This design comes from an exercise in tuning for small area, a short achievable clock period and few clock cycles per item on the open sky130 flow, not from production work. The RTL was checked by simulation tests, not by an equivalence proof against the original design.

// sha256_stream_core
module sha256_stream_core (
    input  logic         clk,
    input  logic         rst,
    input  logic         valid_in,
    output logic         ready_in,
    input  logic         first_in,
    input  logic         last_in,
    input  logic [511:0] data_in,
    output logic [255:0] data_out,
    output logic         valid_out,
    output logic         busy
);
    localparam logic [31:0] IV0 = 32'h6a09e667;
    localparam logic [31:0] IV1 = 32'hbb67ae85;
    localparam logic [31:0] IV2 = 32'h3c6ef372;
    localparam logic [31:0] IV3 = 32'ha54ff53a;
    localparam logic [31:0] IV4 = 32'h510e527f;
    localparam logic [31:0] IV5 = 32'h9b05688c;
    localparam logic [31:0] IV6 = 32'h1f83d9ab;
    localparam logic [31:0] IV7 = 32'h5be0cd19;
    localparam logic [31:0] K0  = 32'h428a2f98;
    localparam logic [31:0] Y_IV = IV7 + K0;         
    localparam logic [31:0] Z_IV = IV3 + IV7 + K0;   
    function automatic logic [31:0] k_next(input logic [5:0] idx);
        case (idx)
            6'd0: k_next = 32'h71374491;
            6'd1: k_next = 32'hb5c0fbcf;
            6'd2: k_next = 32'he9b5dba5;
            6'd3: k_next = 32'h3956c25b;
            6'd4: k_next = 32'h59f111f1;
            6'd5: k_next = 32'h923f82a4;
            6'd6: k_next = 32'hab1c5ed5;
            6'd7: k_next = 32'hd807aa98;
            6'd8: k_next = 32'h12835b01;
            6'd9: k_next = 32'h243185be;
            6'd10: k_next = 32'h550c7dc3;
            6'd11: k_next = 32'h72be5d74;
            6'd12: k_next = 32'h80deb1fe;
            6'd13: k_next = 32'h9bdc06a7;
            6'd14: k_next = 32'hc19bf174;
            6'd15: k_next = 32'he49b69c1;
            6'd16: k_next = 32'hefbe4786;
            6'd17: k_next = 32'h0fc19dc6;
            6'd18: k_next = 32'h240ca1cc;
            6'd19: k_next = 32'h2de92c6f;
            6'd20: k_next = 32'h4a7484aa;
            6'd21: k_next = 32'h5cb0a9dc;
            6'd22: k_next = 32'h76f988da;
            6'd23: k_next = 32'h983e5152;
            6'd24: k_next = 32'ha831c66d;
            6'd25: k_next = 32'hb00327c8;
            6'd26: k_next = 32'hbf597fc7;
            6'd27: k_next = 32'hc6e00bf3;
            6'd28: k_next = 32'hd5a79147;
            6'd29: k_next = 32'h06ca6351;
            6'd30: k_next = 32'h14292967;
            6'd31: k_next = 32'h27b70a85;
  ...
For scale: ~1300 flip-flops, about 780 I/O pins.
clock: 8.0 ns
lec_check: 0
cap_margin: 20
core_margin: 2
core_utilization: 40
cts_buf_list: sky130_fd_sc_hd__clkbuf_8
cts_cluster_diameter: 60
cts_cluster_size: 12
place_density: 0.75
setup_slack_margin: 3.5
slew_margin: 20
tns_end_percent: 5
standard.sh (not shown) runs the stock make flow with config.mk's settings and CLKGATE_MAP_FILE= SYNTH_SCRIPT=/design/flow/synth_recipe.tcl, a recipe that flattens the netlist after the stock synthesis.
==> flow/flow/run.sh <==
#!/bin/bash
set -o pipefail
export BUFFER_PORTS_ARGS="-buffer_cell sky130_fd_sc_hd__buf_1"
bash standard.sh > standard_flow.log 2>&1
Testbench counts at the start, summed over its fixed seeds: cycles 16,208, blocks 253.
Change:
- PLACE_DENSITY: 0.75 -> default
- SETUP_SLACK_MARGIN: 3.5 -> 4.0
The new run ran to the end with no violations.
Synthesized cell count stays the same.
Worst setup slack improves by 220 ps.
Clock skew went down by 13 ps.
Count of clock-buffer cells in the layout goes up by 17.
Global-route usage grows by 2.0 points.
Non-clock buffer count came out higher by 94.
Utilization goes up by 1.5 points.
Cell count increases by 1.0%.


## job 782
Another version of the RTL of sha256_stream_core (not shown whole).
Size: ~780 I/O pins.
export LEC_CHECK = 0
export CAP_MARGIN = 20
export CORE_MARGIN = 2
export CORE_UTILIZATION = 40
export SETUP_SLACK_MARGIN = 3.5
export SLEW_MARGIN = 20
create_clock -name core_clock -period 8.0 [get_ports {clk}]
Scripts as last shown in full above: flow/flow/run.sh
Testbench counts of job 782, summed over its fixed seeds: cycles 16,208, blocks 253.
Inputs modified between job 782 and job 5996:
Settings: SETUP_SLACK_MARGIN no longer set, was 3.5.
==> flow/run.sh (new file) <==
#!/bin/bash
# synth_recipe.tcl (not shown) runs the flow's synth.tcl, then flattens the netlist and writes it again
# the make line also repeats each setting of config.mk as NAME=value (left out here)
make -C /OpenROAD-flow-scripts/flow DESIGN_CONFIG=/design/flow/config.mk WORK_HOME=/design/flow/orfs CLKGATE_MAP_FILE= SYNTH_SCRIPT=/design/flow/synth_recipe.tcl finish
removed: flow/flow/run.sh
removed: flow/standard.sh
Notes after the runs:
- In the tables for job 782 and job 5996, number of post-CTS setup repair buffers reads higher with job 782.
- Looking at origin of the worst setup path, the e_q[26] result is from job 5996; the e_q[18] one comes from job 782.
- Higher period utilization was reported by job 5996, not job 782.
- Number of max-slew violations in the final report: job 5996 vs job 782, no meaningful difference
The inputs of job 5375 differ from those of job 5996 as listed below.
Settings: an added SETUP_SLACK_MARGIN of 5.
==> flow/flow/run.sh (new file) <==
#!/bin/bash
set -o pipefail
export BUFFER_PORTS_ARGS="-buffer_cell sky130_fd_sc_hd__buf_1"
bash standard.sh > standard_flow.log 2>&1
==> flow/standard.sh (new file) <==
#!/bin/bash
# synth_recipe.tcl (not shown) runs the flow's synth.tcl, then flattens the netlist and writes it again
# the make line also repeats each setting of config.mk as NAME=value (left out here)
make -C /OpenROAD-flow-scripts/flow DESIGN_CONFIG=/design/flow/config.mk WORK_HOME=/design/flow/orfs CLKGATE_MAP_FILE= SYNTH_SCRIPT=/design/flow/synth_recipe.tcl "${@:-finish}"
removed: flow/run.sh
Looking at start point of the critical path, the a_q[1] result is from job 5375; the e_q[26] one comes from job 5996.
Relative to job 5996, the post-DP HPWL measured on job 5375 has decreased by a few percent.
Total nets after synthesis: job 5996 vs job 5375 identical
Comparing job 5996 and job 5375, the lower count of cell instances traversed by the critical path is on job 5996.
Edits applied to the flow inputs when going from job 5375 to job 3564:
Settings: changing SETUP_SLACK_MARGIN from 5 to 4.5.
==> flow/run.sh (new file) <==
#!/bin/bash
# synth_recipe.tcl (not shown) runs the flow's synth.tcl, then flattens the netlist and writes it again
# the make line also repeats each setting of config.mk as NAME=value (left out here)
make -C /OpenROAD-flow-scripts/flow DESIGN_CONFIG=/design/flow/config.mk WORK_HOME=/design/flow/orfs CLKGATE_MAP_FILE= SYNTH_SCRIPT=/design/flow/synth_recipe.tcl finish
removed: flow/flow/run.sh
removed: flow/standard.sh
## What came out
Job 3564 went all the way through the flow, and no timing, DRC or antenna check failed. Job 3564 vs job 5375, area growth from synthesis to layout went up by 1.8 points. The sequential cell area of job 3564 and that of job 5375 are within noise of each other. Job 5375 → job 3564: number of hold buffers added after CTS essentially unchanged, first-iteration DRC count saw an increase. Setup slack: job 3564 more than job 5375.

afterwards: timing with drivers on the ports:
No port has a modelled driver above. Below, the same layouts with a new extraction and two added sets of constraints. Step 1 sets driving cells, clkbuf_16 on the clock port and buf_2 on the other inputs (assumed; they add their load-dependent delay and slew). Step 2 also shifts input and output timing later by t, the mid clock arrival at the registers, as if the neighbouring blocks saw the same clock. Three values: no drivers, after step 1, after step 2; two values: the first two.
| run | t, ns | slack for setup (ns) | clock arrival spread, ns | worst data-port slew with drivers (ns) | cell pins on the clock port's net |
|---|---|---|---|---|---|
| the first run of note 1 | 1.014 | 3.014 / 3.014 / 2.583 | 0.079 / 0.080 | 0.27 | 1 |
| the second run of note 1 | 1.062 | 3.232 / 3.232 / 2.487 | 0.065 / 0.065 | 0.19 | 1 |
| job 782 | 0.921 | 3.078 / 3.078 / 2.883 | 0.061 / 0.060 | 0.19 | 1 |
| job 5996 | 0.907 | 1.665 / 1.665 / 1.156 | 0.050 / 0.050 | 0.22 | 1 |
| job 5375 | 0.925 | 3.165 / 3.165 / 3.165 | 0.060 / 0.060 | 0.23 | 1 |
| job 3564 | 0.926 | 3.243 / 3.243 / 3.184 | 0.029 / 0.028 | 0.21 | 1 |
After both steps setup and hold are still met in every run listed. For the second run of note 1, which loses most, drivers alone change the setup slack by 0.000 ns; drivers and shift together by -0.745 ns.
